Source: an optimization exercise on an open RTL-to-GDS flow (aim: small area). Production flows keep margins and buffers that such runs may drop.
Only simulation tests tie the RTL to the original design; equivalence was not proved.
Power and IR drop assume default switching activity.

==> trial 46 <==
## fetch_top
module fetch_top (
    input  logic         clock,
    input  logic         reset,
    input  logic         if_valid,
    input  logic         take_branch,
    input  logic [31:0]  branch_target,
    input  logic         icache_rsp_valid,
    input  logic [63:0]  icache_rsp_data,
    input  logic         resolve_valid,
    input  logic [31:0]  resolve_pc,
    input  logic         resolve_taken,
    input  logic [31:0]  resolve_target,
    output logic [31:0]  icache_req_addr,
    output logic [1:0]   ib_valid,
    output logic [63:0]  ib_inst,
    output logic [63:0]  ib_pc,
    output logic [63:0]  ib_npc
);
clock: 12.0 ns
lec_check: 0
cap_margin: 20
core_margin: 2
core_utilization: 65
slew_margin: 20
synth_hierarchical: 1
standard.sh (not shown) runs the stock make flow with config.mk's settings and CLKGATE_MAP_FILE= SYNTH_SCRIPT=/design/flow/synth_recipe.tcl, a recipe that flattens the netlist after the stock synthesis.
==> flow/flow/run.sh <==
#!/bin/bash
# The standard layout, with single-strength port buffers and a clock
# tree built from larger sink clusters and without dummy loads.
set -euo pipefail
export BUFFER_PORTS_ARGS="-buffer_cell sky130_fd_sc_hd__buf_1"
export CTS_ARGS="-sink_clustering_enable -repair_clock_nets -dont_use_dummy_load -sink_clustering_size 20 -sink_clustering_max_diameter 100"
bash standard.sh > standard_flow.log 2>&1
==> trial 76: changes against trial 46 <==
--- a/flow/design.v
+++ b/flow/design.v
@@ -56,57 +56,16 @@
     input  logic        wr,
     input  logic        hold,
     input  logic [19:0] wr_data,
     output logic [19:0] data
 );
     always_ff @(posedge clock) begin
         data <= ({20{wr}} & wr_data) | ({20{hold}} & data);
     end
-endmodule
-`timescale 1ns/1ns
-module sel_nor3 (
-    input  logic [2:0] sel,
-    input  logic [2:0] d,
-    output logic       y_n
-);
-    assign y_n = ~|(sel & d);
-endmodule
-module onehot_read #(
-    parameter int N = 2,
-    parameter int W = 1
-) (
-    input  logic [N-1:0]   sel,
-    input  logic [N*W-1:0] words,
-    output logic [W-1:0]   q
-);
-    localparam int G = (N + 2) / 3;
-    logic [3*G-1:0] sel_p;
-    assign sel_p = {{(3*G-N){1'b0}}, sel};
-    genvar b, g;
-    generate
-        for (b = 0; b < W; b++) begin : g_bit
-            logic [3*G-1:0] d_p;
-            logic [G-1:0]   grp_n;
-            for (g = 0; g < N; g++) begin : g_d
-                assign d_p[g] = words[g*W + b];
-            end
-            if (3*G > N) begin : g_pad
-                assign d_p[3*G-1:N] = '0;
-            end
-            for (g = 0; g < G; g++) begin : g_grp
-                sel_nor3 u_grp (
-                    .sel (sel_p[3*g +: 3]),
-                    .d   (d_p[3*g +: 3]),
-                    .y_n (grp_n[g])
-                );
-            end
-            assign q[b] = ~&grp_n;
-        end
-    endgenerate
 endmodule
 `timescale 1ns/1ns
 module fetch_top (
     input  logic         clock,
     input  logic         reset,
     input  logic         if_valid,
     input  logic         take_branch,
     input  logic [31:0]  branch_target,
@@ -153,27 +112,23 @@
     logic [63:0] pbit;
     logic [63:0][15:0] ctr;
     logic [2:0]  u_hist;
     logic [15:0] u_row;
     logic [7:0]  u_hdec;
     logic        u_c1, u_c0, u_n1, u_n0, u_p;
     logic [2:0]  u_hnew;
     logic [15:0] u_col;      
-    logic [64*19-1:0] upd_words;
-    always_comb begin
-        for (int j = 0; j < 64; j++)
-            upd_words[j*19 +: 19] = {hist[j], ctr[j]};
-    end
-    onehot_read #(.N(64), .W(19)) u_upd_read (
-        .sel    (row),
-        .words  (upd_words),
-        .q      ({u_hist, u_row})
-    );
-    always_comb begin
+    always_comb begin
+        u_hist = '0;
+        u_row  = '0;
+        for (int j = 0; j < 64; j++) begin
+            u_hist = u_hist | ({3{row[j]}} & hist[j]);
+            u_row  = u_row  | ({16{row[j]}} & ctr[j]);
+        end
         for (int h = 0; h < 8; h++)
             u_hdec[h] = (u_hist == 3'(h));
         u_c1 = u_row[2*u_hist+1];
         u_c0 = ~u_row[2*u_hist];
         u_n1 = (u_c1 & u_c0) | (u_c1 & r_taken) | (u_c0 & r_taken);
         u_n0 = (u_c1 & ~u_c0) | (u_c1 & r_taken) | (~u_c0 & r_taken);
         u_hnew = {u_hist[1:0], r_taken};
         u_p = (u_hnew == u_hist) ? u_n1 : u_row[2*u_hnew+1];
@@ -205,47 +160,38 @@
         end
     endgenerate
     logic [29:0] pc;         
     logic [29:0] pc_inc;     
     logic [29:0] pc_fall;    
     logic [4:0]  k_odd, k_even;
     logic [31:0] sel_odd, sel_even;
     logic [23:0] rd_odd, rd_even;    
-    logic [32*24-1:0] odd_words, even_words;
     logic [9:0]  tag_even;
     logic        hit_odd, hit_even, tk_odd, tk_even;
     logic        tk0, tk1;
     logic [11:0] tgt0, tgt1;
     logic [29:0] pred_pc;
     logic        accept;
     assign pc_inc  = pc + 30'd1;
     assign pc_fall = pc + 30'd2;
     assign k_odd  = pc[5:1];
     assign k_even = pc[5:1] + 5'(pc[0]);
     always_comb begin
         for (int k = 0; k < 32; k++) begin
             sel_odd[k]  = (k_odd == 5'(k));
             sel_even[k] = (k_even == 5'(k));
         end
+        rd_odd  = '0;
+        rd_even = '0;
         for (int k = 0; k < 32; k++) begin
-            even_words[k*24 +: 24] = {btb_v[2*k], pbit[2*k], btb_tag[2*k], btb_tgt[2*k]};
-            odd_words[k*24 +: 24]  = {btb_v[2*k+1], pbit[2*k+1], btb_tag[2*k+1], btb_tgt[2*k+1]};
-        end
-    end
-    onehot_read #(.N(32), .W(24)) u_even_read (
-        .sel    (sel_even),
-        .words  (even_words),
-        .q      (rd_even)
-    );
-    onehot_read #(.N(32), .W(24)) u_odd_read (
-        .sel    (sel_odd),
-        .words  (odd_words),
-        .q      (rd_odd)
-    );
+            rd_even = rd_even | ({24{sel_even[k]}} & {btb_v[2*k], pbit[2*k], btb_tag[2*k], btb_tgt[2*k]});
+            rd_odd  = rd_odd  | ({24{sel_odd[k]}}  & {btb_v[2*k+1], pbit[2*k+1], btb_tag[2*k+1], btb_tgt[2*k+1]});
+        end
+    end
     assign tag_even = pc[15:6] + 10'(pc[5:0] == 6'h3f);
     assign hit_odd  = rd_odd[23]  & (rd_odd[21:12]  == pc[15:6]);
     assign hit_even = rd_even[23] & (rd_even[21:12] == tag_even);
     assign tk_odd   = hit_odd  & rd_odd[22];
     assign tk_even  = hit_even & rd_even[22];
     assign tk0  = pc[0] ? tk_odd  : tk_even;
     assign tk1  = pc[0] ? tk_even : tk_odd;
     assign tgt0 = pc[0] ? rd_odd[11:0]  : rd_even[11:0];
==> flow/run.sh (new file) <==
#!/bin/bash
# synth_recipe.tcl (not shown) runs the flow's synth.tcl, then flattens the netlist and writes it again
# the make line also repeats each setting of config.mk as NAME=value (left out here)
make -C /OpenROAD-flow-scripts/flow DESIGN_CONFIG=/design/flow/config.mk WORK_HOME=/design/flow/orfs CLKGATE_MAP_FILE= SYNTH_SCRIPT=/design/flow/synth_recipe.tcl finish
- CORE_UTILIZATION: 65 -> 55
removed: flow/flow/run.sh
removed: flow/standard.sh
==> build 26: changes against trial 46 <==
==> flow/flow/run.sh (replaced) <==
#!/bin/bash
# The standard layout, with single-strength port buffers and a clock
# tree built from larger sink clusters and without dummy loads; gates off
# the critical paths are sized down after global routing.
set -euo pipefail
export BUFFER_PORTS_ARGS="-buffer_cell sky130_fd_sc_hd__buf_1"
export CTS_ARGS="-sink_clustering_enable -repair_clock_nets -dont_use_dummy_load -sink_clustering_size 20 -sink_clustering_max_diameter 100"
export RECOVER_POWER=100
bash standard.sh > standard_flow.log 2>&1
- CORE_UTILIZATION: 65 -> 55
==> comparison <==
- Trial 46 finished clean. Trial 76 ran to the end with no violations. Build 26 ran to the end with violations: max-capacitance violations, max-slew violations.
- The highest non-clock buffer count belongs to trial 76, the lowest to trial 46.
- The lowest final area belongs to build 26, the highest to trial 76.
- Register-to-register slack: trial 46 > trial 76 > build 26.
- The highest clock power belongs to trial 76, the lowest to trial 46.
- Against trial 46, the hold slack of build 26 is lower by 0.032 ns.
- Against build 26, the global-route usage of trial 46 is higher by 4.5 points.
- First-iteration DRC count, highest first: trial 76, trial 46, build 26.
- The highest cell count belongs to trial 76, the lowest to trial 46.
- The highest clock skew belongs to trial 46, the lowest to trial 76.
- The lowest power belongs to trial 46, the highest to trial 76.
==> figures <==
item                                                                                           trial 46                                         build 26        trial 76
Outcome                                                                                  finished clean                                  failed layout checks  finished clean
Violated checks                                                                                       -  max-capacitance violations, max-slew violations               -
Total Power Consumption                                                                        16400 µW                                         16400 µW        20900 µW
Maximum count of clock buffers along a single path                                                    3                                                3               4
Sink of the worst hold path                                                                    o_pc[20]                                         o_pc[29]        o_pc[29]
Flop pwr share                                                                                    60.2%                                            60.0%           47.0%
Number of core rows                                                                                 149                                              162             167
MaxCap Viol Count                                                                                     0                                               43               0
Post-synthesis share of cell area spent on full adders, half adders and majority gates           0.205%                                           0.205%          0.192%
Post-Route Skew                                                                               0.0696 ns                                        0.0693 ns       0.0464 ns
Footprint of the flip-flops and latches                                                       58600 µm²                                        58600 µm²       58600 µm²
Clock transition at the register clock pins on the worst setup and hold paths after CTS         0.09 ns                                          0.09 ns         0.06 ns
Launch instance of the worst register-to-register path                                         r_idx[1]                                         r_idx[4]        r_idx[0]
Worst Path Buf+Inv                                                                                    4                                                3               3
Met1 layer usage reported by global route                                                         55.3%                                            53.7%           60.9%
Met3 layer wire length in the routed design                                                    45100 µm                                         46400 µm        78800 µm
NetSw                                                                                           4040 µW                                          4110 µW         5190 µW
Standby leakage power                                                                         0.0425 µW                                        0.0418 µW       0.0481 µW
Utilization of the core after routing                                                             69.7%                                            58.8%           63.1%
Via count of the first global-routing pass                                                        82014                                            80459           97625
Simple-gate area share of the yosys netlist                                                       5.87%                                            5.87%           7.36%
Slew at the pin closest to its max-slew limit                                                   1.31 ns                                          3.76 ns         1.35 ns

[static timing again, ports no longer ideal]
No port has a modelled driver above. Below, the same layouts with a new extraction and two added sets of constraints. Step 1: set_driving_cell puts a clkbuf_16 on clock and a buf_2 on each other input, an assumption about the parent block. Step 2 adds t to the input delays and takes it off the output delays; t is the mean of the earliest and latest rising clock arrival at the registers after step 1. Input paths then give back, and output paths get back, about the clock's delay inside the block. Slacks: ideal ports / drivers / drivers and shift; pairs: ideal ports / drivers.
| run | t, ns | setup WS [ns] | worst hold slack (ns) | pins driven straight from the clock port |
|---|---|---|---|---|
| trial 46 | 0.917 | 2.597 / 2.656 / 1.739 | 0.451 / 0.451 / 0.451 | 1 |
| trial 76 | 1.047 | 2.811 / 2.862 / 1.815 | 0.458 / 0.458 / 0.458 | 1 |
| build 26 | 0.915 | 1.392 / 1.470 / 0.554 | 0.420 / 0.420 / 0.420 | 1 |
For trial 76, which loses most, drivers alone change the setup slack by +0.051 ns; drivers and shift together by -0.996 ns.
